This design comes from an exercise in tuning for small area, a short achievable clock period and few clock cycles per item on the open sky130 flow, not from production work. Where RTL was checked, it was by simulation tests only, not by an equivalence proof against the original.

==> run R <==
## nonpreemptive_priority_scheduler_unit
module nonpreemptive_priority_scheduler_unit (
  input  logic              clk,
  input  logic              rst,
  input  logic              jobs_valid,
  output logic              jobs_ready,
  input  logic              jobs_op,
  input  logic [IdW-1:0]    jobs_job_id,
  input  logic [BurstW-1:0] jobs_burst_ms,
  input  logic [PrioW-1:0]  jobs_prio_level,
  output logic              results_valid,
  input  logic              results_ready,
  output logic [KindW-1:0]  results_kind,
  output logic [IdW-1:0]    results_out_id,
  output logic [BurstW-1:0] results_out_burst,
  output logic [PrioW-1:0]  results_out_prio,
  output logic [TimeW-1:0]  results_turnaround,
  output logic [TimeW-1:0]  results_waiting,
  output logic [SumW-1:0]   results_sum_turnaround,
  output logic [SumW-1:0]   results_sum_waiting,
  output logic [DoneW-1:0]  results_jobs_done,
  output logic              results_last
);
make LEC_CHECK=0 CAP_MARGIN=20 CORE_MARGIN=2 CORE_UTILIZATION=40 CTS_BUF_LIST=sky130_fd_sc_hd__clkbuf_16 CTS_CLUSTER_DIAMETER=60 CTS_CLUSTER_SIZE=30 PLACE_DENSITY=0.6 SETUP_SLACK_MARGIN=2.2 SLEW_MARGIN=20 finish   # period 5.0 ns
run.sh (not shown) runs the stock make flow with config.mk's settings and CLKGATE_MAP_FILE= SYNTH_SCRIPT=/design/flow/synth_recipe.tcl, a recipe that flattens the netlist after the stock synthesis.
==> run Y (differences from run R) <==
--- a/flow/design.v
+++ b/flow/design.v
@@ -70,16 +70,22 @@
   endfunction
   function automatic logic [3:0] cnt8(input logic [7:0] v);
     logic [1:0] s1 [4];
     logic [2:0] s2 [2];
     for (int i = 0; i < 4; i++) s1[i] = {1'b0, v[2*i]} + {1'b0, v[2*i+1]};
     for (int i = 0; i < 2; i++) s2[i] = {1'b0, s1[2*i]} + {1'b0, s1[2*i+1]};
     cnt8 = {1'b0, s2[0]} + {1'b0, s2[1]};
   endfunction
+  function automatic logic [15:0] lowest16(input logic [15:0] v);
+    logic [15:0] below;
+    below[0] = 1'b0;
+    for (int i = 1; i < 16; i++) below[i] = below[i-1] | v[i-1];
+    lowest16 = v & ~below;
+  endfunction
   function automatic logic [19:0] add20(input logic [19:0] a, input logic [19:0] b);
     logic [19:0] p, g, pp, gg;
     p  = a ^ b;
     g  = a & b;
     pp = p;
     gg = g;
     for (int d = 1; d < 20; d = d * 2) begin
       for (int i = 19; i >= d; i--) begin
@@ -101,97 +107,111 @@
         pp[i] = pp[i] & pp[i-d];
       end
     end
     add24 = p ^ {gg[22:0], 1'b0};
   endfunction
   logic            ready_q;
   logic            i_v;
   logic            i_op;
-  logic [JobW-1:0] i_job;     
-  always_ff @(posedge clk) begin
-    i_op  <= jobs_op;
-    i_job <= {jobs_job_id, jobs_burst_ms, jobs_prio_level};
-    if (rst) i_v <= 1'b0;
-    else     i_v <= jobs_valid & ready_q;
-  end
+  logic [PrioW-1:0] i_prio;
+  logic [3:0]      i_slot;
+  logic [JobW-1:0] in_job;
+  logic            acc;
+  assign in_job = {jobs_job_id, jobs_burst_ms, jobs_prio_level};
+  assign acc    = jobs_valid & ready_q & ~rst;
   logic [JobW-1:0] q    [QD];
   logic [3:0]      rank [QD];
   logic [JobW-1:0] xq;               
   logic [QD-1:0]   vnew;             
   logic [QD-1:0]   dmask;            
   logic [QD-1:0]   pmask;            
   logic [4:0]      ncnt, dcnt, pcnt, ucnt;
   logic            pv, xv;
+  logic            f_n15, f_n14, f_u13, f_u14, f_u15, f_d1, f_d2;
   logic i_add, i_start, full, do_wr, do_drop, do_hand;
+  logic n16, wr_now, drop_now;
+  logic [QD-1:0] i_oh;
   assign i_add   = i_v & (i_op == OP_ADD);
   assign i_start = i_v & (i_op == OP_START);
   assign full    = ncnt[4];
   assign do_wr   = i_add & ~full;
   assign do_drop = i_add & full;
   assign do_hand = i_start & (ncnt != 5'd0);
+  assign n16      = ~i_start & (full | (f_n15 & do_wr));
+  assign wr_now   = acc & (jobs_op == OP_ADD) & ~n16;
+  assign drop_now = acc & (jobs_op == OP_ADD) & n16;
+  always_comb begin
+    i_oh = '0;
+    i_oh[i_slot] = 1'b1;
+  end
+  always_ff @(posedge clk) begin
+    i_op   <= jobs_op;
+    i_prio <= jobs_prio_level;
+    i_slot <= a_idx;
+    if (rst) i_v <= 1'b0;
+    else     i_v <= acc;
+  end
   logic [QD-1:0] freem;
   logic [3:0]    a_idx, a_idx_n;
   logic [QD-1:0] a_oh, a_oh_n;
-  assign freem = ~(vnew | dmask | pmask | (do_wr ? a_oh : '0));
+  assign freem = ~(vnew | dmask | pmask | (do_wr ? i_oh : '0) | (wr_now ? a_oh : '0));
   always_comb begin
-    a_idx_n = 4'd0;
-    for (int i = QD - 1; i >= 0; i--) begin
-      if (freem[i]) a_idx_n = 4'(i);
+    a_oh_n = lowest16(freem);
+    for (int b = 0; b < 4; b++) begin
+      a_idx_n[b] = 1'b0;
+      for (int i = 0; i < QD; i++) begin
+        if (((i >> b) & 1) == 1) a_idx_n[b] = a_idx_n[b] | a_oh_n[i];
+      end
     end
-    a_oh_n = '0;
-    a_oh_n[a_idx_n] = 1'b1;
   end
   always_ff @(posedge clk) begin
     a_idx <= a_idx_n;
     a_oh  <= a_oh_n;
   end
-  logic [QD-1:0] cmp_n, cmp_q;
+  logic [QD-1:0] ge_n, ge_q;
   logic          c2_v, c3_v;
-  logic [3:0]    c2_idx, c3_idx;
+  logic [3:0]    c2_slot;
   logic [QD-1:0] c2_oh, c3_oh;
-  logic [QD-1:0] ge2, inc;
+  logic [QD-1:0] inc;
   logic [3:0]    ph_lo, ph_hi;
   logic [3:0]    psum;
   logic          pz;
   always_comb begin
-    for (int i = 0; i < QD; i++) cmp_n[i] = ge8(q[i][PrioW-1:0], i_job[PrioW-1:0]);
+    for (int i = 0; i < QD; i++) ge_n[i] = vnew[i] & ge8(q[i][PrioW-1:0], i_prio);
   end
   always_comb begin
     c2_oh = '0;
-    c2_oh[c2_idx] = 1'b1;
-    c3_oh = '0;
-    c3_oh[c3_idx] = 1'b1;
-    ge2  = vnew & ~c2_oh & cmp_q;
-    inc  = (c2_v ? (vnew & ~c2_oh & ~cmp_q) : '0);
+    c2_oh[c2_slot] = 1'b1;
+    inc  = c2_v ? (vnew & ~c2_oh & ~ge_q) : '0;
     psum = ph_lo + ph_hi;
     pz   = (ph_lo == 4'd0) && (ph_hi == 4'd0);
   end
   always_ff @(posedge clk) begin
     if (rst) begin
       c2_v <= 1'b0;
       c3_v <= 1'b0;
     end else begin
       c2_v <= do_wr;
       c3_v <= c2_v;
     end
-    cmp_q  <= cmp_n;
-    c2_idx <= a_idx;
-    c3_idx <= c2_idx;
-    ph_lo  <= cnt8(ge2[7:0]);
-    ph_hi  <= cnt8(ge2[15:8]);
+    ge_q    <= ge_n;
+    c2_slot <= i_slot;
+    c3_oh   <= c2_oh;
+    ph_lo   <= cnt8(ge_q[7:0]);
+    ph_hi   <= cnt8(ge_q[15:8]);
   end
   always_ff @(posedge clk) begin
     for (int i = 0; i < QD; i++) begin
-      if (do_wr && a_oh[i]) q[i] <= i_job;
+      if (wr_now && a_oh[i]) q[i] <= in_job;
       if ((c3_v && c3_oh[i]) || inc[i]) begin
         rank[i] <= inc4((c3_v && c3_oh[i]) ? psum : rank[i], inc[i]);
       end
     end
-    if (do_drop) xq <= i_job;
+    if (drop_now) xq <= in_job;
   end
   logic [1:0] tk_cnt;
   logic [1:0] tk_type [TD];
   logic [3:0] tk_slot [TD];
   logic [1:0] n_type;
   logic       push, pop;
   assign push   = i_v;
   assign n_type = (i_op == OP_START) ? ((ncnt == 5'd0) ? TK_EMPTY : TK_START)
@@ -215,49 +235,56 @@
   logic [TimeW-1:0] r_tat;
   logic             o_v;
   logic [KindW-1:0] o_kind;
   logic [JobW-1:0]  o_job;
   logic [TimeW-1:0] o_tat, o_wait;
   logic [SumW-1:0]  o_stat, o_swt;
   logic [DoneW-1:0] o_done;
   logic             o_last;
-  assign h_v     = (tk_cnt != 2'd0);
-  assign h_add   = h_v & (tk_type[0] == TK_ADD);
-  assign h_drop  = h_v & (tk_type[0] == TK_DROP);
-  assign h_start = h_v & (tk_type[0] == TK_START);
+  logic        h_v_q, h_add_q, h_drop_q, h_start_q;
+  logic        h_v_n;
+  logic [1:0]  h_type_n;
+  assign h_v     = h_v_q;
+  assign h_add   = h_add_q;
+  assign h_drop  = h_drop_q;
+  assign h_start = h_start_q;
   assign h_slot  = tk_slot[0];
   assign adv     = ~o_v | results_ready;
   assign r_adv   = ~r_v | adv;
   assign p_adv   = ~p_v | r_adv;
   assign rd_go   = p_adv & h_v;
-  assign drn_last = (dcnt == 5'd1);
+  assign drn_last = f_d1;
   assign fin     = rd_go & h_start & drn_last;
   assign pop     = rd_go & (~h_start | drn_last);
   always_comb begin
     rdata = h_drop ? xq : '0;
     for (int i = 0; i < QD; i++) begin
       rsel[i] = (h_add & (h_slot == 4'(i))) |
                 (h_start & dmask[i] & ((c3_v && c3_oh[i]) ? ((k == 4'd0) & pz) : (rank[i] == k)));
       rdata   = rdata | (rsel[i] ? q[i] : '0);
     end
   end
   logic [1:0]    tk_cnt_n;
   logic [QD-1:0] vnew_n, dmask_n, pmask_n;
   logic [4:0]    ncnt_n, dcnt_n, pcnt_n, ucnt_n;
   logic          pv_n, xv_n;
   always_comb begin
     tk_cnt_n = tk_cnt + 2'(push) - 2'(pop);
+    h_v_n    = (tk_cnt_n != 2'd0);
+    if (tk_cnt == 2'(pop))  h_type_n = n_type;
+    else if (pop)           h_type_n = tk_type[1];
+    else                    h_type_n = tk_type[0];
     vnew_n = vnew;
     ncnt_n = ncnt;
     if (i_start) begin
       vnew_n = '0;
       ncnt_n = 5'd0;
     end else if (do_wr) begin
-      vnew_n = vnew | a_oh;
+      vnew_n = vnew | i_oh;
       ncnt_n = ncnt + 5'd1;
     end
     ucnt_n = ucnt + 5'(do_wr) - 5'(rd_go & h_start);
     dmask_n = dmask;
     dcnt_n  = dcnt;
     pmask_n = pmask;
     pcnt_n  = pcnt;
     pv_n    = pv;
@@ -268,64 +295,83 @@
     if (fin && pv) begin
       dmask_n = pmask;
       dcnt_n  = pcnt;
       pmask_n = '0;
       pcnt_n  = 5'd0;
       pv_n    = 1'b0;
     end
     if (do_hand) begin
-      if ((dcnt == 5'd0 || fin) && !pv) begin
+      if ((~f_d1 & ~f_d2 || fin) && !pv) begin
         dmask_n = vnew;
         dcnt_n  = ncnt;
       end else begin
         pmask_n = vnew;
         pcnt_n  = ncnt;
         pv_n    = 1'b1;
       end
     end
     xv_n = xv;
     if (rd_go && h_drop) xv_n = 1'b0;
-    if (do_drop)         xv_n = 1'b1;
+    if (drop_now)        xv_n = 1'b1;
   end
-  logic acc, add_e, start_e, w_e, drop_e, full2, fifo_ok, slot_ok, pm_ok;
-  logic n16, n15, rd_drn;
+  logic add_e, start_e, w_e, drop_e, full2, fifo_ok, slot_ok, pm_ok;
+  logic n15, rd_drn;
   logic [2:0] cpp;
   always_comb begin
-    acc     = jobs_valid & ready_q;
     add_e   = acc & (jobs_op == OP_ADD);
     start_e = acc & (jobs_op == OP_START);
     rd_drn  = rd_go & h_start;
-    n16     = ~i_start & (full | ((ncnt == 5'd15) & do_wr));
-    n15     = ~i_start & (((ncnt == 5'd15) & ~do_wr) | ((ncnt == 5'd14) & do_wr));
+    n15     = ~i_start & ((f_n15 & ~do_wr) | (f_n14 & do_wr));
     w_e     = add_e & ~n16;
     drop_e  = add_e & n16;
     full2   = ~start_e & (n16 | (n15 & w_e));
     cpp     = 3'(tk_cnt) + 3'(push);
     fifo_ok = (cpp <= 3'd1) | ((cpp == 3'd2) & (pop | ~acc)) | ((cpp == 3'd3) & pop & ~acc);
-    slot_ok = full2 ? (~xv_n & ~drop_e)
-                    : ((ucnt <= 5'd13) | ((ucnt == 5'd14) & ~(do_wr & w_e)) |
-                       ((ucnt == 5'd15) & ~do_wr & ~w_e));
-    pm_ok   = ~pv_n & ~(start_e & (do_hand | pv | (dcnt >= 5'd2) | ((dcnt == 5'd1) & ~rd_drn)));
+    slot_ok = full2 ? ~xv_n
+                    : (f_u13 | (f_u14 & ~(do_wr & w_e)) | (f_u15 & ~do_wr & ~w_e));
+    pm_ok   = ~pv_n & ~(start_e & (do_hand | pv | f_d2 | (f_d1 & ~rd_drn)));
   end
   always_ff @(posedge clk) begin
     if (rst) begin
       ready_q <= 1'b1;
       tk_cnt  <= 2'd0;
       vnew    <= '0;
       dmask   <= '0;
       pmask   <= '0;
       ncnt    <= 5'd0;
       dcnt    <= 5'd0;
       pcnt    <= 5'd0;
       ucnt    <= 5'd0;
       pv      <= 1'b0;
       xv      <= 1'b0;
       k       <= 4'd0;
+      f_n15   <= 1'b0;
+      f_n14   <= 1'b0;
+      f_u13   <= 1'b1;
+      f_u14   <= 1'b0;
+      f_u15   <= 1'b0;
+      f_d1    <= 1'b0;
+      f_d2    <= 1'b0;
+      h_v_q     <= 1'b0;
+      h_add_q   <= 1'b0;
+      h_drop_q  <= 1'b0;
+      h_start_q <= 1'b0;
     end else begin
+      h_v_q     <= h_v_n;
+      h_add_q   <= h_v_n & (h_type_n == TK_ADD);
+      h_drop_q  <= h_v_n & (h_type_n == TK_DROP);
+      h_start_q <= h_v_n & (h_type_n == TK_START);
+      f_n15   <= (ncnt_n == 5'd15);
+      f_n14   <= (ncnt_n == 5'd14);
+      f_u13   <= (ucnt_n <= 5'd13);
+      f_u14   <= (ucnt_n == 5'd14);
+      f_u15   <= (ucnt_n == 5'd15);
+      f_d1    <= (dcnt_n == 5'd1);
+      f_d2    <= (dcnt_n >= 5'd2);
       ready_q <= fifo_ok & slot_ok & pm_ok;
       tk_cnt  <= tk_cnt_n;
       vnew    <= vnew_n;
       dmask   <= dmask_n;
       pmask   <= pmask_n;
       ncnt    <= ncnt_n;
       dcnt    <= dcnt_n;
       pcnt    <= pcnt_n;
@@ -340,17 +386,17 @@
       if (pop) begin
         if (j < TD - 1) begin
           tk_type[j] <= tk_type[j+1];
           tk_slot[j] <= tk_slot[j+1];
         end
       end
       if (push && (2'(j) == tk_cnt - 2'(pop))) begin
         tk_type[j] <= n_type;
-        tk_slot[j] <= a_idx;
+        tk_slot[j] <= i_slot;
       end
     end
   end
   always_ff @(posedge clk) begin
     if (rst)        p_v <= 1'b0;
     else if (p_adv) p_v <= h_v;
     if (rd_go) begin
       p_job  <= rdata;
==> flow/flow/run.sh (new file) <==
#!/bin/bash
# The standard layout (standard.sh), with two changes passed to ORFS through its
# own variables: the port buffers use a plain buffer cell, and clock tree
# synthesis inserts no dummy loads. Everything else is the standard flow.
set -euo pipefail
export BUFFER_PORTS_ARGS="-buffer_cell sky130_fd_sc_hd__buf_4"
export CTS_ARGS="-sink_clustering_enable -repair_clock_nets -dont_use_dummy_load -buf_list sky130_fd_sc_hd__clkbuf_16 -sink_clustering_size 30 -sink_clustering_max_diameter 60"
bash standard.sh > standard_flow.log 2>&1
==> flow/standard.sh (new file) <==
#!/bin/bash
# synth_recipe.tcl (not shown) runs the flow's synth.tcl, then flattens the netlist and writes it again
# the make line also repeats each setting of config.mk as NAME=value (left out here)
make -C /OpenROAD-flow-scripts/flow DESIGN_CONFIG=/design/flow/config.mk WORK_HOME=/design/flow/orfs CLKGATE_MAP_FILE= SYNTH_SCRIPT=/design/flow/synth_recipe.tcl "${@:-finish}"
Settings changed: CORE_UTILIZATION 40 to 50, CTS_BUF_LIST sky130_fd_sc_hd__clkbuf_16 to not set, CTS_CLUSTER_DIAMETER 60 to not set, CTS_CLUSTER_SIZE 30 to not set, PLACE_DENSITY 0.6 to 0.65, SETUP_SLACK_MARGIN 2.2 to 2.3.
removed: flow/run.sh
==> impl_results.md <==
- First-pass GRT wire length: 206,000 um
- Reg2Reg Setup Slack: between 2 and 2.5 ns
- DP Wirelength: around 80,000 um
- Die height: 317 um
- Final Cycle Share: 0.572
- Largest net degree at the start of global routing: 64
- Post-synthesis sequential area ratio: 0.682
- Worst path cell trace: fa_1, inv_2, fa_1, fa_1, inv_2, ha_4, inv_4, fa_2, inv_2
- Final non-filler cell total: 5,089
- Simple-gate portion of the synthesized area: 0.0847
- Mapped Nets: 3,738
- Status: complete, no violations
[end of results for run Y]
==> impl_results.md <==
- Reg2Reg Setup Slack: 1.36 ns
- Die height: 370 um
- Status: complete, no violations
- Fin. max-slew vios: 0
- Reg with most FFs: q
- Largest net degree at the start of global routing: 56
- Mapped Nets: roughly 4,300
- Final Cycle Share: 0.727
- Final non-filler cell total: 6,341
- DP Wirelength: 114,000 um
- First-pass GRT wire length: 285,000 um
- Simple-gate portion of the synthesized area: 0.0855
- Worst path cell trace: nor2_4, xnor2_2, buf_4, o31ai_4, a21boi_2, and2_4, fa_1, inv_2, fa_1, fa_1, inv_2, ha_4, fa_2, xor2_1
- Post-synthesis sequential area ratio: 0.627
[end of results for run R]
Testbench counts of run Y, summed over its fixed seeds: cycles 14,636, items 8,000.
Function not checked in run R: the RTL went through the layout flow alone.

-- separate check: timing with driven ports --
In the flow no input, the clock included, has a driving cell. The finished layouts below were timed again as built, in two steps.
Step 1 (the two cells are an assumption about what drives the block):
set clk [get_ports {clk}]
set_driving_cell -lib_cell sky130_fd_sc_hd__clkbuf_16 $clk
set_driving_cell -lib_cell sky130_fd_sc_hd__buf_2 [delete_from_list [all_inputs] $clk]
Step 2 moves the port delays by t, midway between the first and last clock arrival at a register: inputs arrive t later, outputs are due t later. That takes back most of the time a late clock gives input paths.
Slacks: ideal / step 1 / step 2; pairs: ideal / step 1.
run | t (ns) | slack for setup (ns) | hold slack, ns | worst slew at a driven data input, ns | cell pins on the clock port's net
run R | 0.809 | 1.363 / 1.363 / 1.363 | 0.409 / 0.409 / 0.409 | 0.07 | 1
run Y | 0.748 | 2.141 / 2.141 / 1.619 | 0.353 / 0.353 / 0.353 | 0.13 | 1
After both steps setup and hold are still met in every run listed. For run Y, which loses most, drivers alone change the setup slack by 0.000 ns; drivers and shift together by -0.522 ns.
